Background: an optimization exercise with open tools, aiming at small area, a short achievable clock period and few clock cycles per item. Do not read the settings as production practice.
RTL that was checked went through simulation tests only; none was proved equivalent to the original.
Only the layout flow was run in run 1; the RTL was not checked for function there.
No activity file was given, so power comes from the tool's default toggle rates.

## flow/design.v (module list and top-level ports; edited modules follow where they fit)
// module dot8: 3078 lines
// module systolic_mm_top: 109 lines
module systolic_mm_top (
    input  logic                  clk,
    input  logic                  rst,
    input  logic                  in_valid,
    input  logic [8-1:0] in_data,
    output logic                  out_valid,
    output logic [8-1:0] out_data,
    output logic                  busy,
    output logic                  done
);
  // ...
==> flow/run.sh <==
#!/bin/bash
# synth_recipe.tcl (not shown) runs the flow's synth.tcl, then flattens the netlist and writes it again
# the make line also repeats each setting of config.mk as NAME=value (left out here)
make -C /OpenROAD-flow-scripts/flow DESIGN_CONFIG=/design/flow/config.mk WORK_HOME=/design/flow/orfs CLKGATE_MAP_FILE= SYNTH_SCRIPT=/design/flow/synth_recipe.tcl finish
==> flow/config.mk <==
export PLATFORM = sky130hd
export DESIGN_NAME = systolic_mm_top
export DESIGN_NICKNAME = systolic_mm_top
export VERILOG_FILES = /design/flow/design.v
export SDC_FILE = /design/flow/constraint.sdc
export NUM_CORES = 4
export LEC_CHECK = 0
export CAP_MARGIN = 20
export CORE_MARGIN = 2
export CORE_UTILIZATION = 70
export CTS_CLUSTER_DIAMETER = 60
export CTS_CLUSTER_SIZE = 34
export SETUP_SLACK_MARGIN = 3.7
export SLEW_MARGIN = 20
==> flow/constraint.sdc <==
create_clock -name core_clock -period 6.0 [get_ports {clk}]
set_input_delay 1.2000 -clock core_clock [delete_from_list [all_inputs] [get_ports {clk}]]
set_output_delay 1.2000 -clock core_clock [all_outputs]
set_load 0.01 [all_outputs]
==> qor_table.md, run 1 <==
| Quantity | Reported |
| --- | --- |
| Outcome | finished clean |
| Total area of multi-input combinational cells | 11,600 um^2 |
| Share of cell area taken by multi-input logic gates | 20.9% |
| Met2 track demand over resource in global routing | 44.1% |
| Total of buffers placed on input and output ports | 21 |
| Most frequent cells in the layout | edfxtp_1, fa_1, inv_1 |
| Site Rows | 98 |
| Number of iterations in the first detailed-routing pass | 5 |
| Critical path data required time | 6540 ps |
| Buffers and inverters on the worst path | 0 |
| Post-route total power | 0.0176 W |
| Hold endpoint | dot8_inst.r5_r2_s150$_DFF_P_ |
| Final weighted congestion in routability-driven placement | 0.870 |
| Power drawn by the clock network | 0.00605 W |
| First-pass GRT wire length | 141 mm |
| Detailed placer's ending HPWL | 62.6 mm |
| Synth Instances | 2,798 |
| Synth cell count leaders | edfxtp_1, fa_1, inv_1 |
| Footprint of the flip-flops and latches | 38,000 um^2 |
| Combinational share of power | 6.5% |
| Fraction of power spent switching nets | 22.9% |
| Adder and majority cell fraction of the synthesized area | 14.9% |
| Worst path slowest cell | fa_1 |
| Worst r2r path cells | 7 |
| Actual slew at the worst max-slew pin | 1000 ps |
| Root buf cell | clkbuf_16 |
| Number of antenna diodes | 0 |
| Final core utilization | 77.1% |
| NonClk Buf Share | 0.844% |
| Type of element launching the critical path | flip-flop |
| Setup fix buffers added after clock tree synthesis | 6 |
==> inputs of run 2 (changes only) <==
--- a/flow/design.v
+++ b/flow/design.v
@@ -1460,45 +1460,44 @@
     logic c377;
     logic s378;
     logic c378;
     logic s379;
     logic c379;
     logic s380;
     logic c380;
     logic s381;
-    logic c381;
     logic s382;
-    logic c382;
     logic s383;
-    logic c383;
     logic s384;
     logic c384;
     logic s385;
     logic c385;
     logic s386;
     logic c386;
     logic s387;
+    logic c387;
     logic s388;
+    logic c388;
     logic s389;
     logic c389;
     logic s390;
     logic c390;
     logic s391;
     logic c391;
     logic s392;
     logic c392;
     logic s393;
     logic c393;
     logic s394;
     logic c394;
     logic s395;
-    logic c395;
     logic s396;
     logic s397;
+    logic c397;
     logic s398;
     logic c398;
     logic s399;
     logic c399;
     logic s400;
     logic c400;
     logic s401;
     logic c401;
@@ -1506,33 +1505,39 @@
     logic c402;
     logic s403;
     logic r8_r5_r2_s150;
     logic r8_r5_r2_pp7_0_0;
     logic r8_r5_s309;
     logic r8_r5_s349;
     logic r8_r5_s350;
     logic r8_r5_c349;
-    logic r8_s373;
-    logic r8_s389;
+    logic r8_r5_s351;
+    logic r8_r5_s352;
+    logic r8_r5_c350;
+    logic r8_s397;
+    logic r8_r5_c351;
+    logic r8_r5_c352;
     logic r8_s398;
+    logic r8_c384;
+    logic r8_c397;
     logic r8_s399;
-    logic r8_c390;
+    logic r8_c386;
     logic r8_c398;
     logic r8_s400;
+    logic r8_c388;
     logic r8_c399;
     logic r8_s401;
-    logic r8_c392;
-    logic r8_c393;
+    logic r8_c390;
     logic r8_c400;
     logic r8_s402;
-    logic r8_c394;
+    logic r8_c392;
     logic r8_c401;
     logic r8_s403;
-    logic r8_c395;
+    logic r8_c394;
     logic r8_c402;
     assign pp0_0_0 = a[0] & b[0];
     assign pp0_0_1 = a[0] & b[1];
     assign pp0_0_2 = a[0] & b[2];
     assign pp0_0_3 = a[0] & b[3];
     assign pp0_0_4 = a[0] & b[4];
     assign pp0_0_5 = a[0] & b[5];
     assign pp0_0_6 = a[0] & b[6];
@@ -2703,73 +2708,72 @@
     assign c367 = (s340 & s341) | (s340 & s342) | (s341 & s342);
     assign s368 = s343 ^ s344 ^ c334;
     assign c368 = (s343 & s344) | (s343 & c334) | (s344 & c334);
     assign s369 = c335 ^ c336 ^ c337;
     assign c369 = (c335 & c336) | (c335 & c337) | (c336 & c337);
     assign s370 = s345 ^ s346 ^ s347;
     assign s371 = s348 ^ c301 ^ c302;
     assign s372 = c340 ^ c341 ^ c342;
-    assign s373 = r5_s351 ^ r5_s352 ^ r5_c350;
-    assign c373 = (r5_s351 & r5_s352) | (r5_s351 & r5_c350) | (r5_s352 & r5_c350);
-    assign s374 = r5_s353 ^ r5_s354 ^ r5_c314;
-    assign c374 = (r5_s353 & r5_s354) | (r5_s353 & r5_c314) | (r5_s354 & r5_c314);
-    assign s375 = r5_c315 ^ r5_c351 ^ r5_c352;
-    assign c375 = (r5_c315 & r5_c351) | (r5_c315 & r5_c352) | (r5_c351 & r5_c352);
-    assign s376 = r5_s355 ^ r5_s356 ^ r5_c317;
-    assign c376 = (r5_s355 & r5_s356) | (r5_s355 & r5_c317) | (r5_s356 & r5_c317);
-    assign s377 = r5_c318 ^ r5_c353 ^ r5_c354;
-    assign c377 = (r5_c318 & r5_c353) | (r5_c318 & r5_c354) | (r5_c353 & r5_c354);
-    assign s378 = r5_s357 ^ r5_s358 ^ r5_s359;
-    assign c378 = (r5_s357 & r5_s358) | (r5_s357 & r5_s359) | (r5_s358 & r5_s359);
-    assign s379 = r5_c321 ^ r5_c322 ^ r5_c355;
-    assign c379 = (r5_c321 & r5_c322) | (r5_c321 & r5_c355) | (r5_c322 & r5_c355);
-    assign s380 = r5_s360 ^ r5_s361 ^ r5_s362;
-    assign c380 = (r5_s360 & r5_s361) | (r5_s360 & r5_s362) | (r5_s361 & r5_s362);
-    assign s381 = r5_c326 ^ r5_c327 ^ r5_c357;
-    assign c381 = (r5_c326 & r5_c327) | (r5_c326 & r5_c357) | (r5_c327 & r5_c357);
-    assign s382 = r5_s363 ^ r5_s364 ^ r5_s365;
-    assign c382 = (r5_s363 & r5_s364) | (r5_s363 & r5_s365) | (r5_s364 & r5_s365);
-    assign s383 = r5_s366 ^ r5_c360 ^ r5_c361;
-    assign c383 = (r5_s366 & r5_c360) | (r5_s366 & r5_c361) | (r5_c360 & r5_c361);
-    assign s384 = r5_s367 ^ r5_s368 ^ r5_s369;
-    assign c384 = (r5_s367 & r5_s368) | (r5_s367 & r5_s369) | (r5_s368 & r5_s369);
-    assign s385 = r5_c338 ^ r5_c339 ^ r5_c363;
-    assign c385 = (r5_c338 & r5_c339) | (r5_c338 & r5_c363) | (r5_c339 & r5_c363);
-    assign s386 = r5_c364 ^ r5_c365 ^ r5_c366;
-    assign c386 = (r5_c364 & r5_c365) | (r5_c364 & r5_c366) | (r5_c365 & r5_c366);
-    assign s387 = r5_s370 ^ r5_s371 ^ r5_s372;
-    assign s388 = r5_c343 ^ r5_c344 ^ r5_c367;
-    assign s389 = s374 ^ s375 ^ c373;
-    assign c389 = (s374 & s375) | (s374 & c373) | (s375 & c373);
-    assign s390 = s376 ^ s377 ^ c374;
-    assign c390 = (s376 & s377) | (s376 & c374) | (s377 & c374);
-    assign s391 = s378 ^ s379 ^ r5_c356;
-    assign c391 = (s378 & s379) | (s378 & r5_c356) | (s379 & r5_c356);
-    assign s392 = s380 ^ s381 ^ r5_c358;
-    assign c392 = (s380 & s381) | (s380 & r5_c358) | (s381 & r5_c358);
-    assign s393 = r5_c359 ^ c378 ^ c379;
-    assign c393 = (r5_c359 & c378) | (r5_c359 & c379) | (c378 & c379);
-    assign s394 = s382 ^ s383 ^ r5_c362;
-    assign c394 = (s382 & s383) | (s382 & r5_c362) | (s383 & r5_c362);
-    assign s395 = s384 ^ s385 ^ s386;
-    assign c395 = (s384 & s385) | (s384 & s386) | (s385 & s386);
-    assign s396 = s387 ^ s388 ^ r5_c368;
-    assign s397 = r5_c369 ^ c384 ^ c385;
-    assign s398 = s390 ^ c375 ^ c389;
-    assign c398 = (s390 & c375) | (s390 & c389) | (c375 & c389);
-    assign s399 = s391 ^ c376 ^ c377;
-    assign c399 = (s391 & c376) | (s391 & c377) | (c376 & c377);
-    assign s400 = s392 ^ s393 ^ c391;
-    assign c400 = (s392 & s393) | (s392 & c391) | (s393 & c391);
-    assign s401 = s394 ^ c380 ^ c381;
-    assign c401 = (s394 & c380) | (s394 & c381) | (c380 & c381);
-    assign s402 = s395 ^ c382 ^ c383;
-    assign c402 = (s395 & c382) | (s395 & c383) | (c382 & c383);
-    assign s403 = s396 ^ s397 ^ c386;
+    assign s373 = r5_s357 ^ r5_s358;
+    assign c373 = r5_s357 & r5_s358;
+    assign s374 = r5_s360 ^ r5_s361 ^ r5_s362;
+    assign c374 = (r5_s360 & r5_s361) | (r5_s360 & r5_s362) | (r5_s361 & r5_s362);
+    assign s375 = r5_c326 ^ r5_c327;
+    assign c375 = r5_c326 & r5_c327;
+    assign s376 = r5_s363 ^ r5_s364 ^ r5_s365;
+    assign c376 = (r5_s363 & r5_s364) | (r5_s363 & r5_s365) | (r5_s364 & r5_s365);
+    assign s377 = r5_s366 ^ r5_c360;
+    assign c377 = r5_s366 & r5_c360;
+    assign s378 = r5_s367 ^ r5_s368 ^ r5_s369;
+    assign c378 = (r5_s367 & r5_s368) | (r5_s367 & r5_s369) | (r5_s368 & r5_s369);
+    assign s379 = r5_c338 ^ r5_c339 ^ r5_c363;
+    assign c379 = (r5_c338 & r5_c339) | (r5_c338 & r5_c363) | (r5_c339 & r5_c363);
+    assign s380 = r5_c364 ^ r5_c365;
+    assign c380 = r5_c364 & r5_c365;
+    assign s381 = r5_s370 ^ r5_s371 ^ r5_s372;
+    assign s382 = r5_c343 ^ r5_c344 ^ r5_c367;
+    assign s383 = r5_c368 ^ r5_c369;
+    assign s384 = r5_s353 ^ r5_s354 ^ r5_c314;
+    assign c384 = (r5_s353 & r5_s354) | (r5_s353 & r5_c314) | (r5_s354 & r5_c314);
+    assign s385 = r5_s355 ^ r5_s356 ^ r5_c317;
+    assign c385 = (r5_s355 & r5_s356) | (r5_s355 & r5_c317) | (r5_s356 & r5_c317);
+    assign s386 = r5_c318 ^ r5_c353;
+    assign c386 = r5_c318 & r5_c353;
+    assign s387 = s373 ^ r5_s359 ^ r5_c321;
+    assign c387 = (s373 & r5_s359) | (s373 & r5_c321) | (r5_s359 & r5_c321);
+    assign s388 = r5_c322 ^ r5_c355 ^ r5_c356;
+    assign c388 = (r5_c322 & r5_c355) | (r5_c322 & r5_c356) | (r5_c355 & r5_c356);
+    assign s389 = s374 ^ s375 ^ r5_c357;
+    assign c389 = (s374 & s375) | (s374 & r5_c357) | (s375 & r5_c357);
+    assign s390 = r5_c358 ^ r5_c359 ^ c373;
+    assign c390 = (r5_c358 & r5_c359) | (r5_c358 & c373) | (r5_c359 & c373);
+    assign s391 = s376 ^ s377 ^ r5_c361;
+    assign c391 = (s376 & s377) | (s376 & r5_c361) | (s377 & r5_c361);
+    assign s392 = r5_c362 ^ c374 ^ c375;
+    assign c392 = (r5_c362 & c374) | (r5_c362 & c375) | (c374 & c375);
+    assign s393 = s378 ^ s379 ^ s380;
+    assign c393 = (s378 & s379) | (s378 & s380) | (s379 & s380);
+    assign s394 = r5_c366 ^ c376 ^ c377;
+    assign c394 = (r5_c366 & c376) | (r5_c366 & c377) | (c376 & c377);
+    assign s395 = s381 ^ s382 ^ s383;
+    assign s396 = c378 ^ c379 ^ c380;
+    assign s397 = s384 ^ r5_c315;
+    assign c397 = s384 & r5_c315;
+    assign s398 = s385 ^ s386 ^ r5_c354;
+    assign c398 = (s385 & s386) | (s385 & r5_c354) | (s386 & r5_c354);
+    assign s399 = s387 ^ s388 ^ c385;
+    assign c399 = (s387 & s388) | (s387 & c385) | (s388 & c385);
+    assign s400 = s389 ^ s390 ^ c387;
+    assign c400 = (s389 & s390) | (s389 & c387) | (s390 & c387);
+    assign s401 = s391 ^ s392 ^ c389;
+    assign c401 = (s391 & s392) | (s391 & c389) | (s392 & c389);
+    assign s402 = s393 ^ s394 ^ c391;
+    assign c402 = (s393 & s394) | (s393 & c391) | (s394 & c391);
+    assign s403 = s395 ^ s396 ^ c393;
     always_ff @(posedge clk) begin
         r2_s150 <= s150;
         r2_pp7_0_0 <= pp7_0_0;
         r2_s151 <= s151;
         r2_s152 <= s152;
         r2_c0 <= c0;
         r2_c1 <= c1;
         r2_c150 <= c150;
@@ -3026,45 +3030,49 @@
         r5_c368 <= c368;
         r5_c369 <= c369;
         r8_r5_r2_s150 <= r5_r2_s150;
         r8_r5_r2_pp7_0_0 <= r5_r2_pp7_0_0;
         r8_r5_s309 <= r5_s309;
         r8_r5_s349 <= r5_s349;
         r8_r5_s350 <= r5_s350;
         r8_r5_c349 <= r5_c349;
-        r8_s373 <= s373;
-        r8_s389 <= s389;
+        r8_r5_s351 <= r5_s351;
+        r8_r5_s352 <= r5_s352;
+        r8_r5_c350 <= r5_c350;
+        r8_s397 <= s397;
+        r8_r5_c351 <= r5_c351;
+        r8_r5_c352 <= r5_c352;
         r8_s398 <= s398;
+        r8_c384 <= c384;
+        r8_c397 <= c397;
         r8_s399 <= s399;
-        r8_c390 <= c390;
+        r8_c386 <= c386;
         r8_c398 <= c398;
         r8_s400 <= s400;
+        r8_c388 <= c388;
         r8_c399 <= c399;
         r8_s401 <= s401;
-        r8_c392 <= c392;
-        r8_c393 <= c393;
+        r8_c390 <= c390;
         r8_c400 <= c400;
         r8_s402 <= s402;
-        r8_c394 <= c394;
+        r8_c392 <= c392;
         r8_c401 <= c401;
         r8_s403 <= s403;
-        r8_c395 <= c395;
+        r8_c394 <= c394;
         r8_c402 <= c402;
     end
     logic [11:0] fr0;
-    assign fr0 = {r8_s403, r8_s402, r8_s401, r8_s400, r8_s399, r8_s398, r8_s389, r8_s373, r8_r5_s350, r8_r5_s349, r8_r5_s309, r8_r5_r2_s150};
+    assign fr0 = {r8_s403, r8_s402, r8_s401, r8_s400, r8_s399, r8_s398, r8_s397, r8_r5_s351, r8_r5_s350, r8_r5_s349, r8_r5_s309, r8_r5_r2_s150};
     logic [11:0] fr1;
-    assign fr1 = {r8_c395, r8_c394, r8_c392, r8_c399, r8_c390, 1'b0, 1'b0, 1'b0, r8_r5_c349, 1'b0, 1'b0, r8_r5_r2_pp7_0_0};
+    assign fr1 = {r8_c394, r8_c392, r8_c390, r8_c388, r8_c386, r8_c384, r8_r5_c351, r8_r5_s352, r8_r5_c349, 1'b0, 1'b0, r8_r5_r2_pp7_0_0};
     logic [11:0] fr2;
-    assign fr2 = {r8_c402, r8_c401, r8_c393, 1'b0, r8_c398, 1'b0, 1'b0, 1'b0, 1'b0, 1'b0, 1'b0, 1'b0};
-    logic [11:0] fr3;
-    assign fr3 = {1'b0, 1'b0, r8_c400, 1'b0, 1'b0, 1'b0, 1'b0, 1'b0, 1'b0, 1'b0, 1'b0, 1'b0};
+    assign fr2 = {r8_c402, r8_c401, r8_c400, r8_c399, r8_c398, r8_c397, r8_r5_c352, r8_r5_c350, 1'b0, 1'b0, 1'b0, 1'b0};
     logic [11:0] fs;
-    assign fs = fr0 + fr1 + fr2 + fr3;
+    assign fs = fr0 + fr1 + fr2;
     always_ff @(posedge clk) res <= {~fs[11], fs[10:4]};
     logic [2:0] vp;
     logic [2:0] lp;
     always_ff @(posedge clk or negedge rst) begin
         if (!rst) begin
             vp <= '0;
             lp <= '0;
         end else begin
--- a/flow/config.mk
+++ b/flow/config.mk
@@ -5,10 +5,10 @@
 export SDC_FILE = /design/flow/constraint.sdc
 export NUM_CORES = 4
 export LEC_CHECK = 0
 export CAP_MARGIN = 20
 export CORE_MARGIN = 2
 export CORE_UTILIZATION = 70
 export CTS_CLUSTER_DIAMETER = 60
 export CTS_CLUSTER_SIZE = 34
-export SETUP_SLACK_MARGIN = 3.7
+export SETUP_SLACK_MARGIN = 3.85
 export SLEW_MARGIN = 20
==> run 2 against run 1 <==
Effect of this change: combinational power about the same; flip-flop and latch count up 6; wire length up 4.0%; sequential power about the same; final area up 1.8%; utilization up 0.46 points; clock skew up 11 ps; global-route usage up 0.65 points; clock-buffer cell count up 4.
==> qor_table.md, run 2 <==
| Quantity | Reported | Change |
| --- | --- | --- |
| CP Class | reg -> out | was reg -> reg |
| Average wire per standard cell | 24.0 um | was 24.1 um |
| Highest attainable clock frequency | 0.432 GHz | was 0.393 GHz |
| Maximum single-stage delay on the critical path | 370 ps | was 570 ps |
| Leakage component of the power | 21.0 nW | was 20.2 nW |
| Adder and majority cell fraction of the synthesized area | 14.8% | was 14.9% |
| Top Registers | bq (512), la (512) | unchanged |
| Vertical die dimension | 274 um | was 273 um |
| Vias per inst | 5.53 | was 5.56 |
| Largest cells by area after synthesis | edfxtp_1, fa_1, dfxtp_1, inv_1, nand2_1 | unchanged |
| Site Rows | 99 | was 98 |
| Final count of negative-setup-slack endpoints | 0 | unchanged |
| Most frequent cells in the layout | edfxtp_1, inv_1, nand2_1, fa_1, dfxtp_1 | was edfxtp_1, fa_1, inv_1 |
| Final weighted congestion in routability-driven placement | 0.897 | was 0.870 |
| Power Dens Cells | 313 nW/um^2 | was 318 nW/um^2 |
| Vias in the first global route | 24,000 | was 23,100 |
| Area Growth Syn to Fin | 10.1% | was 8.77% |
| Final clock skew | 42.4 ps | was 31.0 ps |
| Fraction of registers with async set/reset | 3.04% | was 3.05% |
| Synth Area per Inst | 17.6 um^2 | was 18.2 um^2 |
| Final period util | 38.5% | was 42.4% |
| Post-route non-filler standard cell count | 4,069 | was 3,904 |
| Critical path data required time | 4800 ps | was 6540 ps |
| Number of vias in the routed layout | 22,500 | was 21,700 |
| Final global-route overflow total | 0 | unchanged |
| Horizontal die dimension | 274 um | was 273 um |
| CTS buffer count | 75 | was 71 |
| Post-synthesis share of cell area spent on and, or, nand and nor gates | 4.69% | was 4.99% |
| Share of layout cells above drive strength 1 | 10.3% | was 7.48% |
| Actual slew at the worst max-slew pin | 997 ps | was 1000 ps |
| Final core utilization | 77.5% | was 77.1% |
| Number of nets produced by synthesis | 3,305 | was 3,192 |
| TritonCTS clock tree | done | unchanged |
| Setup repair after global routing missed its margin | true | unchanged |
| Maximum number of pins on one net before global-route repair | 210 | was 188 |
| Synth Instances | 2,909 | was 2,798 |
| Cell family with the largest share of critical-path delay | flip-flops | was adder cells |
| Hold Vio Cnt, Final | 0 | unchanged |
| Cell count after placement | 3,874 | was 3,764 |
| Most common cell in the synthesized netlist | edfxtp_1 | unchanged |
| Core Region | 72,600 um^2 | was 71,700 um^2 |
| Endpoint arrival time on the critical path | 1110 ps | was 3080 ps |
| Post-synthesis register bit count | 1,382 | was 1,376 |
| Starting DRT DRC Count | 2,142 | was 2,035 |
| Initial antenna violation count | 1 | was 0 |
| Ports placed on the boundary | 22 | unchanged |
| Outcome | finished clean | unchanged |
| Post-synth cell types | 44 | was 43 |
| Area of the die | 75,200 um^2 | was 74,800 um^2 |
| Chain of cells forming the critical path | buf_6 | was fa_1 -> fa_1 -> ha_4 -> and3_4 -> and3_4 -> a221o_1 -> xnor2_1 |
| Total number of nets in the final design | 3,448 | was 3,293 |
| HP Class | reg -> reg | unchanged |
| Type of element launching the critical path | flip-flop | unchanged |
| Peak VDD IR | 0.426 mV | was 0.474 mV |
| Post-synth top area cell | edfxtp_1 | unchanged |
| Clock sinks | 1,382 | was 1,376 |
| Kind of end point of the critical path | output port | was flip-flop |
| DRC | 0 | unchanged |
| H-tree depth | 3 | unchanged |
| Number of hold buffers added after cts | 0 | unchanged |
| First-pass GRT wire length | 145 mm | was 141 mm |
| Maximum capacitance violations | 0 | unchanged |
| Yosys Warn Count | 3 | unchanged |
| Most common cell after layout, fill and taps aside | edfxtp_1 | unchanged |
| Prevailing post-synth register cell | edfxtp_1 | unchanged |
| Max Root-Sink Buffers | 3 | unchanged |
| Insertion delay to the later sink of the worst-skew pair | 660 ps | was 650 ps |
| Final Max Tran Viols | 0 | unchanged |
| Detailed placer's ending HPWL | 65.1 mm | was 62.6 mm |
| Setup total negative slack | 0 ps | unchanged |
| Routed wire length | 97.9 mm | was 94.1 mm |
| Portion of the post-synthesis area used by sequential elements | 74.6% | was 74.8% |
| Synth Area in XOR/XNOR | 1.53% | was 1.61% |
| Routed Antenna Nets | 0 | unchanged |
| Number of enable flip-flop cells after synthesis | 1,024 | unchanged |
| Global-route usage over all layers | 27.1% | was 26.4% |
| Synth Area in Compound Gates | 0.651% | was 0.478% |
| Share of the synthesized area in the top cell type | 60.2% | was 60.5% |
| Number of iterations in the first detailed-routing pass | 5 | unchanged |
| Worst-path maximum fanout | 3 | was 2 |
| Mapped cell area | 51,100 um^2 | was 50,800 um^2 |
| Largest family of logic cells by synthesized area | adder cells | unchanged |
| Initial Util | 70.4% | was 70.9% |
| Multiplexer area fraction after synthesis | 0.377% | was 0.576% |
| Slew HR | 33.5% | was 33.2% |
| Number of antenna diodes | 0 | unchanged |
| Period minus WS final | 2310 ps | was 2540 ps |
| Worst path slowest cell | dfxtp_2 | was fa_1 |
| Total of buffers placed on input and output ports | 21 | unchanged |
| Synth cell count leaders | edfxtp_1, inv_1, fa_1 | was edfxtp_1, fa_1, inv_1 |
| Clk slew on worst S/H paths | 100 ps | about the same |
| Buffers and inverters on the worst path | 1 | was 0 |
| Root buf cell | clkbuf_16 | unchanged |
-- run 2: final cells by class --
class                      instances  area, um^2
clock buffer                      80        1960
multi-input combinational       1077       11500
sequential                      1382       38200
inverter                         420        1580
tap                              959        1200
fill                            4047       16300
timing repair buffer              96        1100
clock inverter                    55         777
-- run 2: stage by stage --
stage | total power (W) | cell area (um^2) | setup WS [ps] | hold slack [ps]
after detailed placement | 0.0116 | 52600 | 2770 | 312
after global routing | 0.0182 | 56300 | 3640 | 339
final | 0.0176 | 56300 | 3690 | 330
after CTS | 0.0176 | 55800 | 3650 | 331
after global placement | 0.0115 | 52600 | 2830 | 310
after floorplan | 0.0112 | 51200 | 1410 | 310
-- run 2: routing by layer --
metal,up-vias,wire (um),share of wire [%],track usage (%)
met5,-,0,0,0
met4,0,5170,5.3,12.9
met3,246,5920,6.1,4.05
met2,815,49800,51,45.4
met1,11600,37000,38,35.5
li1,9841,-,-,-
-- run 2: logic make-up (layout without fill, tap and decap cells) --
logic type | count (synthesis) | in the layout
compound gates | 50 | 50
xor+xnor | 89 | 89
fa+ha+maj | 385 | 385
flops | 1382 | 1382
simple gates | 535 | 535
buf+inv | 450 | 651
mux | 18 | 18
-- run 2: what timing repair did --
action | in CTS | in global routing
gates resized for setup | 76 | 46
endpoints found under the setup margin | 399 | 171
setup buffers | 29 | 30
pin swaps | 20 | 23
cloned | 0 | 1
-- run 2: final timing paths --
path,to,slack (ps),startpoint,cells past startpoint
worst min-delay path,dot8_inst.r8_r5_s351$_DFF_P_,330,dot8_inst.r5_s351$_DFF_P_,0
max in group asynchronous,ben$_DFF_PN0_,4600,rst,1
worst max-delay path,done,3690,dot8_inst.lout$_DFF_P_,1
worst min register to register,dot8_inst.r8_r5_s351$_DFF_P_,330,dot8_inst.r5_s351$_DFF_P_,0
worst max register to register,dot8_inst.res[7]$_DFF_P_,3790,dot8_inst.r8_r5_c352$_DFF_P_,7
min in group asynchronous,rc[5]$_DFF_PN0_,690,rst,1
-- run 2: power breakdown --
| group | total [W] | switching (W) | internal, W |
|---|---|---|---|
| registers | 0.0104 | 0.000105 | 0.0103 |
| logic | 0.00114 | 0.000581 | 0.000563 |
| clock network | 0.00608 | 0.00339 | 0.00269 |
| total | 0.0176 | 0.00408 | 0.0136 |
Testbench counts of run 2, summed over its fixed seeds: cycles 24,072, jobs 128.
==> inputs of run 3 (changes only) <==
--- a/flow/config.mk
+++ b/flow/config.mk
@@ -12,3 +12,3 @@
 export CTS_CLUSTER_SIZE = 34
-export SETUP_SLACK_MARGIN = 3.85
+export SETUP_SLACK_MARGIN = 3.7
 export SLEW_MARGIN = 20
==> run 3 against run 2 <==
Effect of this change: final area decreased by 1.6%; largest cell class unchanged; area after synthesis unchanged; first-iteration DRC count decreased by 9.4%; maximum frequency about the same; worst hold slack improved by 3.9 ps; non-clock buffer count decreased by 57; sequential share of layout area increased by 1.0 points; clock-buffer cell count decreased by 4; die area unchanged.
==> qor_table.md, run 3 <==
| Quantity | Reported | Change |
| --- | --- | --- |
| DRC | 0 | unchanged |
| Clk network pwr share | 34.6% | was 34.5% |
| Vias in the first global route | 23,800 | was 24,000 |
| Initial antenna violation count | 0 | was 1 |
| Clock sinks | 1,382 | unchanged |
| Leakage component of the power | 20.6 nW | was 21.0 nW |
| Combinational share of power | 5.6% | was 6.5% |
| Share of layout cells above drive strength 1 | 6.95% | was 10.3% |
| Total of buffers placed on input and output ports | 21 | unchanged |
| Worst path slowest cell | dfxtp_2 | unchanged |
| HP Class | reg -> reg | unchanged |
| Yosys Warn Count | 3 | unchanged |
| Portion of the post-synthesis area used by sequential elements | 74.6% | unchanged |
| Startpoint of the most critical setup path | dot8_inst.lout$_DFF_P_ | unchanged |
| Portion of total power attributed to sequential cells | 59.9% | was 59.1% |
| Period minus WS final | 2310 ps | about the same |
| Maximum number of pins on one net before global-route repair | 170 | was 210 |
| Final count of negative-setup-slack endpoints | 0 | unchanged |
| Cell family with the largest share of critical-path delay | flip-flops | unchanged |
| Chain of cells forming the critical path | clkbuf_2 | was buf_6 |
| Detailed placer's ending HPWL | 63.9 mm | was 65.1 mm |
| Core Region | 72,600 um^2 | unchanged |
| Final clock skew | 29.3 ps | was 42.4 ps |
| Final weighted congestion in routability-driven placement | 0.909 | was 0.897 |
| Maximum single-stage delay on the critical path | 350 ps | was 370 ps |
| Final global-route overflow total | 0 | unchanged |
| Setup repair after global routing missed its margin | true | unchanged |
| Number of hold buffers added after cts | 0 | unchanged |
| Worst r2r path cells | 5 | was 7 |
| Post-route total power | 0.0174 W | was 0.0176 W |
| Starting DRT DRC Count | 1,940 | was 2,142 |
| Post-synthesis register bit count | 1,382 | unchanged |
| Reported net switching power | 0.00401 W | was 0.00408 W |
| Type of element launching the critical path | flip-flop | unchanged |
| Worst Hold Margin | 334 ps | was 330 ps |
| Critical path capture point | done | unchanged |
| Number of nets produced by synthesis | 3,305 | unchanged |
| Post-synth top area cell | edfxtp_1 | unchanged |
| Final period util | 38.6% | was 38.5% |
| Synth cell count leaders | edfxtp_1, inv_1, fa_1 | unchanged |
| Setup total negative slack | 0 ps | unchanged |
| Start of the worst register-to-register path | dot8_inst.r2_c173$_DFF_P_ | was dot8_inst.r8_r5_c352$_DFF_P_ |
| Root buf cell | clkbuf_16 | unchanged |
| Maximum capacitance violations | 0 | unchanged |
| Internal | 0.0134 W | was 0.0136 W |
| Kind of end point of the critical path | output port | unchanged |
| CP Class | reg -> out | unchanged |
| Endpoint arrival time on the critical path | 1110 ps | about the same |
| Fraction of registers with async set/reset | 3.04% | unchanged |
| Buffers and inverters on the worst path | 1 | unchanged |
| Routed wire length | 93.9 mm | was 97.9 mm |
| Largest cells by area after synthesis | edfxtp_1, fa_1, dfxtp_1, inv_1, nand2_1 | unchanged |
| Vias per inst | 5.46 | was 5.53 |
| Total number of nets in the final design | 3,389 | was 3,448 |
| Worst-path maximum fanout | 2 | was 3 |
| Site Rows | 99 | unchanged |
| Layout fillers | 4,091 | was 4,047 |
| Area of the die | 75,200 um^2 | unchanged |
| Slew HR | 28.0% | was 33.5% |
| Number of enable flip-flop cells after synthesis | 1,024 | unchanged |
| Final Max Tran Viols | 0 | unchanged |
| Actual slew at the worst max-slew pin | 1080 ps | was 997 ps |
| Share of the synthesized area in the top cell type | 60.2% | unchanged |
| FF-to-FF End | dot8_inst.r5_s355$_DFF_P_ | was dot8_inst.res[7]$_DFF_P_ |
| Final core utilization | 76.3% | was 77.5% |
| Initial Util | 70.4% | unchanged |
| First-pass GRT wire length | 142 mm | was 145 mm |
| Global-route usage over all layers | 26.3% | was 27.1% |
| Horizontal die dimension | 274 um | unchanged |
| Synth Area per Inst | 17.6 um^2 | unchanged |
| TritonCTS clock tree | done | unchanged |
| H-tree depth | 3 | unchanged |
| Critical path data required time | 4800 ps | about the same |
| Highest attainable clock frequency | 0.432 GHz | about the same |
| Synth Instances | 2,909 | unchanged |
| Area Growth Syn to Fin | 8.35% | was 10.1% |
| Max Root-Sink Buffers | 3 | unchanged |
| Number of vias in the routed layout | 21,900 | was 22,500 |
| Fraction of power spent switching nets | 23.1% | about the same |
| Mapped cell area | 51,100 um^2 | unchanged |
| Number of iterations in the first detailed-routing pass | 5 | unchanged |
| Power Dens Cells | 314 nW/um^2 | was 313 nW/um^2 |
| R2R Setup Slk | 3750 ps | was 3790 ps |
| Routed Antenna Nets | 0 | unchanged |
| Most common cell after layout, fill and taps aside | edfxtp_1 | unchanged |
| Average wire per standard cell | 23.4 um | was 24.0 um |
| Ports placed on the boundary | 22 | unchanged |
| Top Registers | bq (512), la (512) | unchanged |
| Count of cell instances traversed by the critical path | 1 | unchanged |
| Hold Vio Cnt, Final | 0 | unchanged |
| Vertical die dimension | 274 um | unchanged |
| Peak VDD IR | 0.423 mV | was 0.426 mV |
| Clk slew on worst S/H paths | 100 ps | about the same |
| Most frequent cells in the layout | edfxtp_1, inv_1, fa_1 | was edfxtp_1, inv_1, nand2_1, fa_1, dfxtp_1 |
| Outcome | finished clean | unchanged |
| Most common cell in the synthesized netlist | edfxtp_1 | unchanged |
| Prevailing post-synth register cell | edfxtp_1 | unchanged |
| Post-synth cell types | 44 | unchanged |
| Insertion delay to the later sink of the worst-skew pair | 650 ps | was 660 ps |
| CTS buffer count | 73 | was 75 |
==> run 3: cell counts after synthesis <==
Identical to the previous run, type by type.
==> run 3: per-layer routing <==
| metal | up-vias | GRT usage [%] | routed length, um |
|---|---|---|---|
| met5 | - | 0 | 0 |
| met4 | 0 | 9.51 | 3280 |
| met3 | 182 | 3.96 | 5390 |
| met2 | 726 | 44.8 | 48200 |
| met1 | 11300 | 35.2 | 37100 |
| li1 | 9722 | - | - |
==> run 3: layout make-up <==
class                   count  area (um^2)  area share (%)
diodes                      1         2.50         0.00452
clock buffers              76         1890            3.41
clock inverters            58          830            1.50
inverters                 420         1580            2.85
multi-input cells        1077        11400            20.5
flip-flops and latches   1382        38100            68.9
well taps                 959         1200            2.17
repair buffers             39          359           0.648
==> run 3: power groups by stage <==
| stage | Sequential (W) | Combinational [W] | Clock [W] |
|---|---|---|---|
| after global placement | 0.0106 | 0.000843 | 0 |
| after global routing | 0.0104 | 0.00109 | 0.00645 |
| after floorplan | 0.0106 | 0.000609 | 0 |
| after detailed placement | 0.0106 | 0.000910 | 0 |
| after CTS | 0.0104 | 0.000942 | 0.00616 |
| final | 0.0104 | 0.000968 | 0.00602 |
==> run 3: cell families (layout without fill, tap and decap cells) <==
family                   count (synthesis)  count (layout)  synth area share [%]
adder cells (fa/ha/maj)                385             385                  14.8
buffers and inverters                  450             593                  3.33
other                                    0               1                     0
XOR/XNOR                                89              89                  1.53
AO/OA/AOI/OAI                           50              50                 0.651
multiplexers                            18              18                 0.377
flip-flops                            1382            1382                  74.6
AND/OR/NAND/NOR                        535             535                  4.69
==> run 3: worst min path at each step <==
stage                                  from                         endpoint  slack (ps)  cells past startpoint
2_1_floorplan  dot8_inst.r2_pp7_0_0$_DFF_P_  dot8_inst.r5_r2_pp7_0_0$_DFF_P_         310                      0
3_3_place_gp      dot8_inst.r5_s350$_DFF_P_     dot8_inst.r8_r5_s350$_DFF_P_         310                      0
3_5_place_dp      dot8_inst.r5_s350$_DFF_P_     dot8_inst.r8_r5_s350$_DFF_P_         310                      0
4_1_cts           dot8_inst.r5_s350$_DFF_P_     dot8_inst.r8_r5_s350$_DFF_P_         340                      0
5_1_grt           dot8_inst.r5_s349$_DFF_P_     dot8_inst.r8_r5_s349$_DFF_P_         340                      0
6_report          dot8_inst.r5_s351$_DFF_P_     dot8_inst.r8_r5_s351$_DFF_P_         330                      0
==> run 3: per-stage QoR <==
step	instances	cell area [um^2]	worst slack, ps
5_1_grt	4011	55400	3640
6_report	4012	55400	3690
4_1_cts	4008	55300	3510
3_3_place_gp	3873	52600	2850
2_1_floorplan	2909	51200	1410
3_5_place_dp	3873	52600	2810
==> run 3: timing repair <==
action | CTS | global route
setup buffers | 1 | 3
pin swaps | 2 | 4
cloned | 0 | 0
gates resized for setup | 51 | 13
setup endpoints to repair | 33 | 134
==> inputs of run 4 (changes only) <==
==> flow/flow/run.sh (new file) <==
#!/bin/bash
# Standard ORFS layout, except that synthesis skips the "abc -fast" pass of
# yosys synth's fine step (synth -noabc), so extract_fa sees the adder
# logic as written instead of after an ABC remap that flips polarities and
# leaves inverters around the full-adder cells. Everything else is the standard flow's
# standard.sh and synth_recipe.tcl unchanged.
set -euo pipefail
cd "$(dirname "$0")/.."
first='proc synth {args} { yosys synth -nofsm -noshare {*}$args }'
[[ "$(head -1 synth_recipe.tcl)" == "$first" ]] || { echo "unexpected synth_recipe.tcl" >&2; exit 1; }
{ echo 'proc synth {args} { yosys synth -nofsm -noshare -noabc {*}$args }'; tail -n +2 synth_recipe.tcl; } > noabc_synth.tcl
grep -q "SYNTH_SCRIPT=$PWD/synth_recipe.tcl" standard.sh || { echo "unexpected standard.sh" >&2; exit 1; }
sed "s#SYNTH_SCRIPT=$PWD/synth_recipe.tcl#SYNTH_SCRIPT=$PWD/noabc_synth.tcl#" standard.sh > noabc_standard.sh
bash noabc_standard.sh > layout.log 2>&1
==> flow/standard.sh (new file) <==
#!/bin/bash
# synth_recipe.tcl (not shown) runs the flow's synth.tcl, then flattens the netlist and writes it again
# the make line also repeats each setting of config.mk as NAME=value (left out here)
make -C /OpenROAD-flow-scripts/flow DESIGN_CONFIG=/design/flow/config.mk WORK_HOME=/design/flow/orfs CLKGATE_MAP_FILE= SYNTH_SCRIPT=/design/flow/synth_recipe.tcl "${@:-finish}"
--- a/flow/config.mk
+++ b/flow/config.mk
@@ -9,3 +9,3 @@
 export CORE_MARGIN = 2
-export CORE_UTILIZATION = 70
+export CORE_UTILIZATION = 80
 export CTS_CLUSTER_DIAMETER = 60
removed: flow/run.sh
==> run 4 against run 3 <==
Effect of this change: final area down 2.5%; first-iteration DRC count up 87%; worst setup slack worse by 45 ps; clock skew up 17 ps; combinational power up 6%; sequential share of layout area up 1.8 points; largest cell class unchanged; power down 4.7%; critical endpoint is now dot8_inst.res[6]$_DFF_P_; flip-flop and latch count unchanged; area after synthesis down 1.3%; register-to-register slack worse by 110 ps; maximum frequency down 1.9%; wire length up 17%.
==> qor_table.md, run 4 <==
| Quantity | Reported | Change |
| --- | --- | --- |
| Worst r2r path cells | 7 | was 5 |
| Buffers and inverters on the worst path | 0 | was 1 |
| Share of layout cells above drive strength 1 | 6.84% | was 6.95% |
| Final clock skew | 46.7 ps | was 29.3 ps |
| FF-to-FF End | dot8_inst.res[6]$_DFF_P_ | was dot8_inst.r5_s355$_DFF_P_ |
| Site Rows | 92 | was 99 |
| Post-synth cell types | 46 | was 44 |
| Total of buffers placed on input and output ports | 21 | unchanged |
| Largest cells by area after synthesis | edfxtp_1, fa_1, dfxtp_1, and2_1, dfrtp_1 | was edfxtp_1, fa_1, dfxtp_1, inv_1, nand2_1 |
| Average wire per standard cell | 31.0 um | was 23.4 um |
| Most used routing layer | met2 | unchanged |
| Chain of cells forming the critical path | fa_1 -> ha_4 -> nand4_1 -> o21ai_2 -> a211o_1 -> a21oi_1 -> xnor2_1 | was clkbuf_2 |
| Final period util | 39.3% | was 38.6% |
| Worst-path maximum fanout | 3 | was 2 |
| Routed Antenna Nets | 0 | unchanged |
| Initial antenna violation count | 7 | was 0 |
| Most common cell in the synthesized netlist | edfxtp_1 | unchanged |
| Power Dens Cells | 307 nW/um^2 | was 314 nW/um^2 |
| Core Region | 62,700 um^2 | was 72,600 um^2 |
| Synth cell count leaders | edfxtp_1, fa_1, and2_1 | was edfxtp_1, inv_1, fa_1 |
| Hold_sp | dot8_inst.r5_c352$_DFF_P_ | was dot8_inst.r5_s351$_DFF_P_ |
| Number of hold buffers added after cts | 0 | unchanged |
| Mapped cell area | 50,400 um^2 | was 51,100 um^2 |
| Maximum capacitance violations | 0 | unchanged |
| CP Class | reg -> reg | was reg -> out |
| Final core utilization | 86.1% | was 76.3% |
| Horizontal die dimension | 255 um | was 274 um |
| Clk slew on worst S/H paths | 120 ps | was 100 ps |
| Cell family with the largest share of critical-path delay | adder cells | was flip-flops |
| Vias in the first global route | 24,700 | was 23,800 |
| Yosys Warn Count | 3 | unchanged |
| Post-synth top area cell | edfxtp_1 | unchanged |
| Number of enable flip-flop cells after synthesis | 1,024 | unchanged |
| Hold-critical path depth | 0 | unchanged |
| Final count of negative-setup-slack endpoints | 0 | unchanged |
| Area of the die | 65,100 um^2 | was 75,200 um^2 |
| Final global-route overflow total | 0 | unchanged |
| Maximum number of pins on one net before global-route repair | 195 | was 170 |
| Maximum single-stage delay on the critical path | 550 ps | was 350 ps |
| Starting DRT DRC Count | 3,634 | was 1,940 |
| Fraction of registers with async set/reset | 3.04% | unchanged |
| Actual slew at the worst max-slew pin | 1050 ps | was 1080 ps |
| H-tree depth | 2 | was 3 |
| Synth Area per Inst | 19.6 um^2 | was 17.6 um^2 |
| Period minus WS final | 2360 ps | was 2310 ps |
| Synth Instances | 2,568 | was 2,909 |
| Number of vias in the routed layout | 22,900 | was 21,900 |
| HP Class | reg -> reg | unchanged |
| Routed wire length | 110 mm | was 93.9 mm |
| Post-synthesis register bit count | 1,382 | unchanged |
| Total number of nets in the final design | 3,055 | was 3,389 |
| First-pass GRT wire length | 159 mm | was 142 mm |
| Global-route usage over all layers | 35.3% | was 26.3% |
| Kind of end point of the critical path | flip-flop | was output port |
| Outcome | finished clean | unchanged |
| Final Max Tran Viols | 0 | unchanged |
| Share of the synthesized area in the top cell type | 61.0% | was 60.2% |
| Setup repair after global routing missed its margin | true | unchanged |
| Layout fillers | 2,369 | was 4,091 |
| Highest attainable clock frequency | 0.424 GHz | was 0.432 GHz |
| Peak VDD IR | 0.383 mV | was 0.423 mV |
| TritonCTS clock tree | done | unchanged |
| Endpoint arrival time on the critical path | 2900 ps | was 1110 ps |
| Setup total negative slack | 0 ps | unchanged |
| Hold Vio Cnt, Final | 0 | unchanged |
| Global routing usage on met3 | 6.92% | was 3.96% |
| Clock sinks | 1,382 | unchanged |
| Met2 track demand over resource in global routing | 58.0% | was 44.8% |
| Start of the worst register-to-register path | dot8_inst.r8_r5_c350$_DFF_P_ | was dot8_inst.r2_c173$_DFF_P_ |
| Critical path data required time | 6540 ps | was 4800 ps |
| Prevailing post-synth register cell | edfxtp_1 | unchanged |
| Type of element launching the critical path | flip-flop | unchanged |
| Detailed placer's ending HPWL | 67.6 mm | was 63.9 mm |
| Vias per inst | 6.45 | was 5.46 |
| Slew HR | 30.0% | was 28.0% |
| Most frequent cells in the layout | edfxtp_1, fa_1, and2_1 | was edfxtp_1, inv_1, fa_1 |
| R2R Setup Slk | 3640 ps | was 3750 ps |
| Number of nets produced by synthesis | 2,965 | was 3,305 |
| Portion of the post-synthesis area used by sequential elements | 75.6% | was 74.6% |
| Worst path slowest cell | fa_1 | was dfxtp_2 |
| Final weighted congestion in routability-driven placement | 0.877 | was 0.909 |
| Initial Util | 80.4% | was 70.4% |
| DRC | 0 | unchanged |
| Vertical die dimension | 255 um | was 274 um |
| Max Root-Sink Buffers | 3 | unchanged |
| Top Registers | bq (512), la (512) | unchanged |
| Ports placed on the boundary | 22 | unchanged |
| CTS buffer count | 57 | was 73 |
| Global Route met1 Usage | 43.2% | was 35.2% |
| Most common cell after layout, fill and taps aside | edfxtp_1 | unchanged |
| Insertion delay to the later sink of the worst-skew pair | 680 ps | was 650 ps |
| Number of iterations in the first detailed-routing pass | 10 | was 5 |
| Root buf cell | clkbuf_16 | unchanged |
| Hold endpoint | dot8_inst.r8_r5_c352$_DFF_P_ | was dot8_inst.r8_r5_s351$_DFF_P_ |
| Area Growth Syn to Fin | 7.06% | was 8.35% |
| Leakage component of the power | 18.7 nW | was 20.6 nW |
-- run 4: cell types whose count changed in the layout (fill, tap and decap cells not counted), sizes merged, moves of 3 or more --
cell / previous run / this run
a22o: 7 / 0
and2: 126 / 359
clkbuf: 78 / 70
diode: 1 / 5
inv: 463 / 113
nand2: 365 / 146
xor2: 14 / 17
-- run 4: worst reg2reg max path, delay by kind of cell, from the launching register on --
family | cells | cell delay [ps]
fa+ha+maj | 2 | 910
compound gates | 3 | 710
flops | 1 | 350
simple gates | 1 | 140
xor+xnor | 1 | 130
-- run 4: repair_timing --
action | 4_1_cts | 5_1_grt
endpoints found under the hold margin | 0 | 0
endpoints found under the setup margin | 34 | 151
buffers inserted | 4 | 1
pin swaps | 7 | 4
resized for setup | 64 | 14
cloned | 0 | 0
-- run 4: power by group --
part           switching, W  total, W  internal, W
logic              0.000533   0.00103     0.000494
registers          0.000111    0.0104       0.0103
clock network       0.00305   0.00513      0.00208
total               0.00369    0.0166       0.0129
-- run 4: logic make-up after synthesis --
family                   count (synthesis)  share of synthesized area (%)
multiplexers                            16                          0.337
AO/OA/AOI/OAI                           42                          0.531
XOR/XNOR                                92                           1.60
flip-flops                            1382                           75.6
buffers and inverters                  101                          0.809
adder cells (fa/ha/maj)                386                           15.1
AND/OR/NAND/NOR                        549                           6.05
-- run 4: through the flow --
stage               area [um^2]  setup WS (ps)  power (W)  std cells  hold slack (ps)
global placement          51800           2950     0.0114       3440              311
CTS                       53900           3620     0.0166       3551              340
floorplan                 50500           1410     0.0112       2568              310
global route              54000           3570     0.0170       3556              335
finish                    54000           3640     0.0166       3557              336
detailed placement        51800           2830     0.0115       3440              312
-- run 4: final cells by class --
type	instances	area, um^2	area share, %
inverters	92	345	0.640
repair buffers	40	397	0.735
clock buffers	70	1540	2.85
well taps	846	1060	1.96
flip-flops and latches	1382	38200	70.7
clock inverters	37	509	0.943
diodes	5	12.5	0.0232
multi-input cells	1085	12000	22.2
-- run 4: worst max path at each step --
stage	startpoint	to	slack [ps]	cells past startpoint
CTS	dot8_inst.lout$_DFF_P_	done	3620	1
global route	dot8_inst.r8_r5_c350$_DFF_P_	dot8_inst.res[6]$_DFF_P_	3570	7
finish	dot8_inst.r8_r5_c350$_DFF_P_	dot8_inst.res[6]$_DFF_P_	3640	7
detailed placement	in_valid	lh[6]$_DFFE_PN0P_	2830	7
global placement	in_valid	aen[0]$_DFF_PN0_	2950	7
floorplan	ben$_DFF_PN0_	t7[7]$_DFF_P_	1410	3
-- run 4: metal layers --
| layer | share of wire, % | up-vias | wire, um |
|---|---|---|---|
| li1 | - | 9008 | - |
| met1 | 33 | 11500 | 36000 |
| met2 | 50 | 1801 | 54800 |
| met3 | 9.2 | 572 | 10200 |
| met4 | 8.4 | 4 | 9320 |
| met5 | 0.021 | - | 23 |
==> inputs of run 5 (changes only) <==
--- a/flow/config.mk
+++ b/flow/config.mk
@@ -9,3 +9,3 @@
 export CORE_MARGIN = 2
-export CORE_UTILIZATION = 80
+export CORE_UTILIZATION = 70
 export CTS_CLUSTER_DIAMETER = 60
==> run 5 against run 4 <==
Effect of this change: register-to-register slack improved by 130 ps; synthesized cell count is the same; worst setup slack gained 41 ps; critical path type is now reg -> out; wire length is 13% lower; global-route usage shrank 8.4 points; maximum frequency is 1.8% higher; worst hold slack about the same.
==> qor_table.md, run 5 <==
| Quantity | Reported | Change |
| --- | --- | --- |
| Reported net switching power | 0.00395 W | was 0.00369 W |
| CP Class | reg -> out | was reg -> reg |
| Post-route non-filler standard cell count | 3,681 | was 3,557 |
| Core Region | 71,400 um^2 | was 62,700 um^2 |
| Final count of negative-setup-slack endpoints | 0 | unchanged |
| Power Dens Cells | 315 nW/um^2 | was 307 nW/um^2 |
| Horizontal die dimension | 272 um | was 255 um |
| Fraction of registers with async set/reset | 3.04% | unchanged |
| Worst Hold Margin | 335 ps | was 336 ps |
| Combinational share of power | 5.5% | was 6.2% |
| Most common cell in the synthesized netlist | edfxtp_1 | unchanged |
| Most frequent cells in the layout | edfxtp_1, fa_1, and2_1 | unchanged |
| Average wire per standard cell | 25.9 um | was 31.0 um |
| Number of enable flip-flop cells after synthesis | 1,024 | unchanged |
| Post-synth cell types | 46 | unchanged |
| Outcome | finished clean | unchanged |
| Peak VDD IR | 0.512 mV | was 0.383 mV |
| Mapped cell area | 50,400 um^2 | unchanged |
| Startpoint of the most critical setup path | dot8_inst.vout$_DFF_P_ | was dot8_inst.r8_r5_c350$_DFF_P_ |
| Type of element launching the critical path | flip-flop | unchanged |
| Cell family with the largest share of critical-path delay | flip-flops | was adder cells |
| Internal | 0.0133 W | was 0.0129 W |
| Hold Vio Cnt, Final | 0 | unchanged |
| Portion of total power attributed to sequential cells | 60.4% | was 62.9% |
| Fraction of power spent switching nets | 22.9% | was 22.3% |
| Ports placed on the boundary | 22 | unchanged |
| Worst r2r path cells | 7 | unchanged |
| Setup repair after global routing missed its margin | true | unchanged |
| Post-synth top area cell | edfxtp_1 | unchanged |
| Share of the synthesized area in the top cell type | 61.0% | unchanged |
| Final global-route overflow total | 0 | unchanged |
| Maximum capacitance violations | 0 | unchanged |
| FF-to-FF End | dot8_inst.res[5]$_DFF_P_ | was dot8_inst.res[6]$_DFF_P_ |
| Portion of the post-synthesis area used by sequential elements | 75.6% | unchanged |
| Detailed placer's ending HPWL | 62.7 mm | was 67.6 mm |
| Final period util | 38.6% | was 39.3% |
| Clock sinks | 1,382 | unchanged |
| R2R Setup Slk | 3770 ps | was 3640 ps |
| Site Rows | 98 | was 92 |
| Total number of nets in the final design | 3,067 | was 3,055 |
| Initial antenna violation count | 3 | was 7 |
| Number of iterations in the first detailed-routing pass | 7 | was 10 |
| Chain of cells forming the critical path | buf_6 | was fa_1 -> ha_4 -> nand4_1 -> o21ai_2 -> a211o_1 -> a21oi_1 -> xnor2_1 |
| Vias in the first global route | 22,300 | was 24,700 |
| Global-route usage over all layers | 26.9% | was 35.3% |
| Yosys Warn Count | 3 | unchanged |
| Leakage component of the power | 19.0 nW | was 18.7 nW |
| Setup total negative slack | 0 ps | unchanged |
| HP Class | reg -> reg | unchanged |
| Cell count after placement | 3,545 | was 3,440 |
| Start of the worst register-to-register path | dot8_inst.r8_r5_c352$_DFF_P_ | was dot8_inst.r8_r5_c350$_DFF_P_ |
| Most common cell after layout, fill and taps aside | edfxtp_1 | unchanged |
| Hold endpoint | dot8_inst.r8_r5_r2_pp7_0_0$_DFF_P_ | was dot8_inst.r8_r5_c352$_DFF_P_ |
| Endpoint arrival time on the critical path | 1120 ps | was 2900 ps |
| Clk network pwr share | 34.2% | was 30.9% |
| Hold-critical path depth | 0 | unchanged |
| Maximum single-stage delay on the critical path | 350 ps | was 550 ps |
| Pre-CTS setup slack | 2900 ps | was 2830 ps |
| Kind of end point of the critical path | output port | was flip-flop |
| Area of the die | 74,200 um^2 | was 65,100 um^2 |
| Initial Util | 70.7% | was 80.4% |
| Final clock skew | 36.0 ps | was 46.7 ps |
| Clk slew on worst S/H paths | 110 ps | was 120 ps |
| Post-route total power | 0.0172 W | was 0.0166 W |
| Synth Area per Inst | 19.6 um^2 | unchanged |
| Vias per inst | 5.69 | was 6.45 |
| Slew HR | 26.7% | was 30.0% |
| TritonCTS clock tree | done | unchanged |
| Routed wire length | 95.4 mm | was 110 mm |
| First-pass GRT wire length | 141 mm | was 159 mm |
| Insertion delay to the later sink of the worst-skew pair | 660 ps | was 680 ps |
| H-tree depth | 3 | was 2 |
| Routed Antenna Nets | 0 | unchanged |
| Number of nets produced by synthesis | 2,965 | unchanged |
| Period minus WS final | 2320 ps | was 2360 ps |
| Buffers and inverters on the worst path | 1 | was 0 |
| Minimum setup slack in the final design | 3680 ps | was 3640 ps |
| Starting DRT DRC Count | 1,932 | was 3,634 |
| Prevailing post-synth register cell | edfxtp_1 | unchanged |
| Total of buffers placed on input and output ports | 21 | unchanged |
| Post-synthesis register bit count | 1,382 | unchanged |
| Number of vias in the routed layout | 20,900 | was 22,900 |
| Area Growth Syn to Fin | 8.47% | was 7.06% |
| Largest cells by area after synthesis | edfxtp_1, fa_1, dfxtp_1, and2_1, dfrtp_1 | unchanged |
| Worst path slowest cell | dfxtp_2 | was fa_1 |
| Final weighted congestion in routability-driven placement | 0.848 | was 0.877 |
| Critical path data required time | 4800 ps | was 6540 ps |
| Vertical die dimension | 272 um | was 255 um |
| Hold_sp | dot8_inst.r5_r2_pp7_0_0$_DFF_P_ | was dot8_inst.r5_c352$_DFF_P_ |
| Synth Instances | 2,568 | unchanged |
| Worst-path maximum fanout | 1 | was 3 |
| Final Max Tran Viols | 0 | unchanged |
| Synth cell count leaders | edfxtp_1, fa_1, and2_1 | unchanged |
| Root buf cell | clkbuf_16 | unchanged |
| Max Root-Sink Buffers | 3 | unchanged |
| DRC | 0 | unchanged |
| Highest attainable clock frequency | 0.432 GHz | was 0.424 GHz |
| Top Registers | bq (512), la (512) | unchanged |
| Maximum number of pins on one net before global-route repair | 188 | was 195 |
| Share of layout cells above drive strength 1 | 7.27% | was 6.84% |
| CTS buffer count | 69 | was 57 |
| Actual slew at the worst max-slew pin | 1100 ps | was 1050 ps |
## run 5: worst max-delay path by stage
stage          depth (start not counted)  slack [ps]                   to
2_1_floorplan                          3        1410        t7[7]$_DFF_P_
3_5_place_dp                           7        2900    lh[6]$_DFFE_PN0P_
6_report                               1        3680            out_valid
5_1_grt                                1        3660                 done
4_1_cts                                1        3650                 done
3_3_place_gp                           7        2950  icnt[6]$_DFFE_PN0P_
## run 5: metrics by stage
step           area (um^2)  utilization, %
2_1_floorplan        50500               -
3_3_place_gp         51900            72.8
3_5_place_dp         51900            72.8
4_1_cts              54600            76.5
5_1_grt              54700            76.6
6_report             54700            76.6
## run 5: cell type report
type / count / area, um^2
clock inverter: 49 / 788
sequential: 1382 / 38100
clock buffer: 76 / 1850
inverter: 92 / 345
fill: 3842 / 16700
timing repair buffer: 40 / 378
tap: 950 / 1190
antenna: 7 / 17.5
multi-input combinational: 1085 / 12000
## run 5: logic make-up (layout without fill, tap and decap cells)
logic type | after synthesis | after routing | synth area share, %
AOI/OAI and AO/OA | 42 | 42 | 0.531
xor gates and xnor gates | 92 | 92 | 1.60
adders and majority gates | 386 | 386 | 15.1
buffers and inverters | 101 | 257 | 0.809
DFF | 1382 | 1382 | 75.6
muxes | 16 | 16 | 0.337
other | 0 | 7 | 0
and+or+nand+nor | 549 | 549 | 6.05
## run 5: worst reg2reg max path: cells and delay by family (launching register included)
family / cells / cell delay (ps)
XOR/XNOR: 1 / 140
AO/OA/AOI/OAI: 2 / 540
flip-flops: 1 / 330
adder cells (fa/ha/maj): 2 / 830
AND/OR/NAND/NOR: 1 / 150
buffers and inverters: 1 / 140
## run 5: repair_timing
item,4_1_cts,5_1_grt
buffers inserted,1,3
setup endpoints to repair,143,22
hold buffers,0,0
resized for setup,56,9
pin swaps,1,2
## run 5: power by group through the flow
stage,clock network (W),registers [W],logic [W]
after global routing,0.00629,0.0104,0.00105
after global placement,0,0.0106,0.000831
after detailed placement,0,0.0106,0.000893
after CTS,0.00600,0.0104,0.000921
after floorplan,0,0.0106,0.000580
final,0.00590,0.0104,0.000940
## run 5: metal layers
metal / global-route usage [%] / vias up / part of all wire (%)
met5: 0 / - / 0.022
met2: 45.7 / 704 / 52
met1: 35.8 / 11000 / 39
li1: - / 9064 / -
met3: 3.91 / 200 / 5.1
met4: 10.6 / 4 / 4.0
==> inputs of run 6 (changes only) <==
--- a/flow/config.mk
+++ b/flow/config.mk
@@ -10,2 +10,3 @@
 export CORE_UTILIZATION = 70
+export CTS_BUF_LIST = sky130_fd_sc_hd__clkbuf_8 sky130_fd_sc_hd__clkbuf_16
 export CTS_CLUSTER_DIAMETER = 60
==> run 6 against run 5 <==
Effect of this change: via count barely moved; register-to-register slack about the same; still clean on timing, DRC and antenna; combinational power barely moved; highest routed layer unchanged.
==> qor_table.md, run 6 <==
| Quantity | Reported | Change |
| --- | --- | --- |
| Outcome | finished clean | unchanged |
| Hold Vio Cnt, Final | 0 | unchanged |
| Number of enable flip-flop cells after synthesis | 1,024 | unchanged |
| Area Growth Syn to Fin | 8.47% | unchanged |
| Slew HR | 26.7% | about the same |
| Number of iterations in the first detailed-routing pass | 7 | unchanged |
| Post-synthesis share of cell area spent on and, or, nand and nor gates | 6.05% | unchanged |
| Endpoint arrival time on the critical path | 1120 ps | about the same |
| Chain of cells forming the critical path | buf_6 | unchanged |
| Maximum number of pins on one net before global-route repair | 188 | unchanged |
| Number of hold buffers added after cts | 0 | unchanged |
| Actual slew at the worst max-slew pin | 1100 ps | about the same |
| Worst path slowest cell | dfxtp_2 | unchanged |
| Final count of negative-setup-slack endpoints | 0 | unchanged |
| Maximum single-stage delay on the critical path | 350 ps | about the same |
| Highest attainable clock frequency | 0.432 GHz | about the same |
| Maximum capacitance violations | 0 | unchanged |
| Synth Area in Compound Gates | 0.531% | unchanged |
| Leakage component of the power | 19.0 nW | about the same |
| Routed wire length | 95.5 mm | was 95.4 mm |
| Yosys Warn Count | 3 | unchanged |
| Clk slew on worst S/H paths | 120 ps | was 110 ps |
| Number of nets produced by synthesis | 2,965 | unchanged |
| Type of element launching the critical path | flip-flop | unchanged |
| Adder and majority cell fraction of the synthesized area | 15.1% | unchanged |
| Synth Area per Inst | 19.6 um^2 | unchanged |
| Post-route total power | 0.0172 W | about the same |
| Final Max Tran Viols | 0 | unchanged |
| Post-synthesis register bit count | 1,382 | unchanged |
| Total of buffers placed on input and output ports | 21 | unchanged |
| Max Root-Sink Buffers | 3 | unchanged |
| DRC | 0 | unchanged |
| Top Registers | bq (512), la (512) | unchanged |
| Largest cells by area after synthesis | edfxtp_1, fa_1, dfxtp_1, and2_1, dfrtp_1 | unchanged |
| Vias per inst | 5.69 | about the same |
| Synth cell count leaders | edfxtp_1, fa_1, and2_1 | unchanged |
| Starting DRT DRC Count | 1,928 | was 1,932 |
| Power Dens Cells | 315 nW/um^2 | about the same |
| Area of the die | 74,200 um^2 | unchanged |
| First-pass GRT wire length | 141 mm | unchanged |
| Setup total negative slack | 0 ps | unchanged |
| Detailed placer's ending HPWL | 62.7 mm | unchanged |
| Final period util | 38.6% | about the same |
| Mapped cell area | 50,400 um^2 | unchanged |
| Largest family of logic cells by synthesized area | adder cells | unchanged |
| Initial Util | 70.7% | unchanged |
| Global-route usage over all layers | 26.9% | unchanged |
| Ports placed on the boundary | 22 | unchanged |
| Most common cell in the synthesized netlist | edfxtp_1 | unchanged |
| Number of vias in the routed layout | 21,000 | was 20,900 |
| Average wire per standard cell | 25.9 um | about the same |
| Multiplexer area fraction after synthesis | 0.337% | unchanged |
| TritonCTS clock tree | done | unchanged |
| HP Class | reg -> reg | unchanged |
| Horizontal die dimension | 272 um | unchanged |
| Routed Antenna Nets | 0 | unchanged |
| Core Region | 71,400 um^2 | unchanged |
| Fraction of registers with async set/reset | 3.04% | unchanged |
| Setup repair after global routing missed its margin | true | unchanged |
| Site Rows | 98 | unchanged |
| CTS buffer count | 69 | unchanged |
| Peak VDD IR | 0.512 mV | unchanged |
| Portion of the post-synthesis area used by sequential elements | 75.6% | unchanged |
| Worst-path maximum fanout | 1 | unchanged |
| Initial antenna violation count | 3 | unchanged |
| Buffers and inverters on the worst path | 1 | unchanged |
| Total number of nets in the final design | 3,067 | unchanged |
| Prevailing post-synth register cell | edfxtp_1 | unchanged |
| Insertion delay to the later sink of the worst-skew pair | 660 ps | about the same |
| Final clock skew | 36.4 ps | was 36.0 ps |
| Kind of end point of the critical path | output port | unchanged |
| Share of the synthesized area in the top cell type | 61.0% | unchanged |
| Critical path data required time | 4800 ps | about the same |
| Vias in the first global route | 22,300 | unchanged |
| H-tree depth | 3 | unchanged |
| Share of layout cells above drive strength 1 | 7.27% | unchanged |
| Most frequent cells in the layout | edfxtp_1, fa_1, and2_1 | unchanged |
| Clock sinks | 1,382 | unchanged |
| Post-synth top area cell | edfxtp_1 | unchanged |
| Final weighted congestion in routability-driven placement | 0.848 | unchanged |
| Root buf cell | clkbuf_16 | unchanged |
| Most common cell after layout, fill and taps aside | edfxtp_1 | unchanged |
| Post-synth cell types | 46 | unchanged |
| Cell family with the largest share of critical-path delay | flip-flops | unchanged |
| Synth Area in XOR/XNOR | 1.60% | unchanged |
| Period minus WS final | 2320 ps | about the same |
| Synth Instances | 2,568 | unchanged |
| CP Class | reg -> out | unchanged |
| Final global-route overflow total | 0 | unchanged |
| Vertical die dimension | 272 um | unchanged |
## run 6: cell type report
class                           count  area, um^2
Multi-Input combinational cell   1085       12000
Clock inverter                     51         796
Tap cell                          950        1190
Inverter                           92         345
Fill cell                        3842       16700
Timing Repair Buffer               40         378
Antenna cell                        7        17.5
Sequential cell                  1382       38100
Clock buffer                       74        1840
## run 6: timing repair
action                     4_1_cts  5_1_grt
setup buffers                    1        3
gates cloned                     0        0
gates resized for setup         56        9
pin swaps                        1        2
setup endpoints to repair      143       22
## run 6: power by group
part | internal, W | leakage [nW] | total [W] | switching (W)
Clock | 0.00253 | 1.27 | 0.00590 | 0.00337
Combinational | 0.000460 | 5.75 | 0.000940 | 0.000480
Sequential | 0.0103 | 12.0 | 0.0104 | 0.000100
Total | 0.0133 | 19.0 | 0.0172 | 0.00395
## run 6: cells by family (layout without fill, tap and decap cells)
| group | after synthesis | after routing |
|---|---|---|
| mux | 16 | 16 |
| other cells | 0 | 7 |
| simple gates | 549 | 549 |
| xor+xnor | 92 | 92 |
| buf+inv | 101 | 257 |
| fa+ha+maj | 386 | 386 |
| flops | 1382 | 1382 |
| compound gates | 42 | 42 |
## run 6: path summary, 6_finish.rpt
check	startpoint	to	slack, ps	cells after the start
worst max register to register	dot8_inst.r8_r5_c352$_DFF_P_	dot8_inst.res[5]$_DFF_P_	3770	7
min in group asynchronous	rst	dot8_inst.vp[1]$_DFF_PN0_	670	1
worst max-delay path	dot8_inst.vout$_DFF_P_	out_valid	3680	1
worst min register to register	dot8_inst.r5_r2_pp7_0_0$_DFF_P_	dot8_inst.r8_r5_r2_pp7_0_0$_DFF_P_	340	0
worst min-delay path	dot8_inst.r5_r2_pp7_0_0$_DFF_P_	dot8_inst.r8_r5_r2_pp7_0_0$_DFF_P_	340	0
max in group asynchronous	rst	ben$_DFF_PN0_	4610	1
## run 6: per-stage QoR
stage / area, um^2 / setup slack (ps) / util (%) / cells / hold slack, ps
2_1_floorplan: 50500 / 1410 / - / 2568 / 310
6_report: 54700 / 3680 / 76.6 / 3681 / 335
4_1_cts: 54600 / 3650 / 76.5 / 3671 / 337
5_1_grt: 54700 / 3660 / 76.6 / 3674 / 337
3_5_place_dp: 51900 / 2900 / 72.8 / 3545 / 312
3_3_place_gp: 51900 / 2950 / 72.8 / 3545 / 313
## run 6: layer usage
layer  wire, um  up-vias  track usage [%]
met5         21        -                0
met4       3870        4             10.6
met1      37400    11000             35.8
li1           -     9065                -
met3       4900      202             3.91
met2      49300      697             45.7

-- separate check: timing with driven ports --
The results above use ideal ports. As a check the final layouts listed here were re-extracted and re-timed, cells and wires unchanged. Step 1: set_driving_cell puts a clkbuf_16 on clk and a buf_2 on each other input, an assumption about the parent block. Step 2 adds t to the input delays and takes it off the output delays; t is the mean of the earliest and latest rising clock arrival at the registers after step 1. Input paths then give back, and output paths get back, about the clock's delay inside the block. Three values: ideal ports, drivers, drivers and shift; two values: the first two.
| run | shift t [ns] | setup WS [ns] | worst data-port slew with drivers (ns) |
|---|---|---|---|
| run 1 | 0.707 | 3.458 / 3.458 / 3.237 | 0.03 |
| run 2 | 0.703 | 3.688 / 3.621 / 3.236 | 0.04 |
| run 3 | 0.709 | 3.686 / 3.615 / 3.344 | 0.04 |
| run 4 | 0.722 | 3.642 / 3.606 / 3.384 | 0.05 |
| run 5 | 0.706 | 3.683 / 3.616 / 3.455 | 0.03 |
| run 6 | 0.707 | 3.683 / 3.616 / 3.455 | 0.03 |
After both steps every run listed still meets setup and hold. For run 2, which loses most, drivers alone change the setup slack by -0.067 ns; drivers and shift together by -0.452 ns.
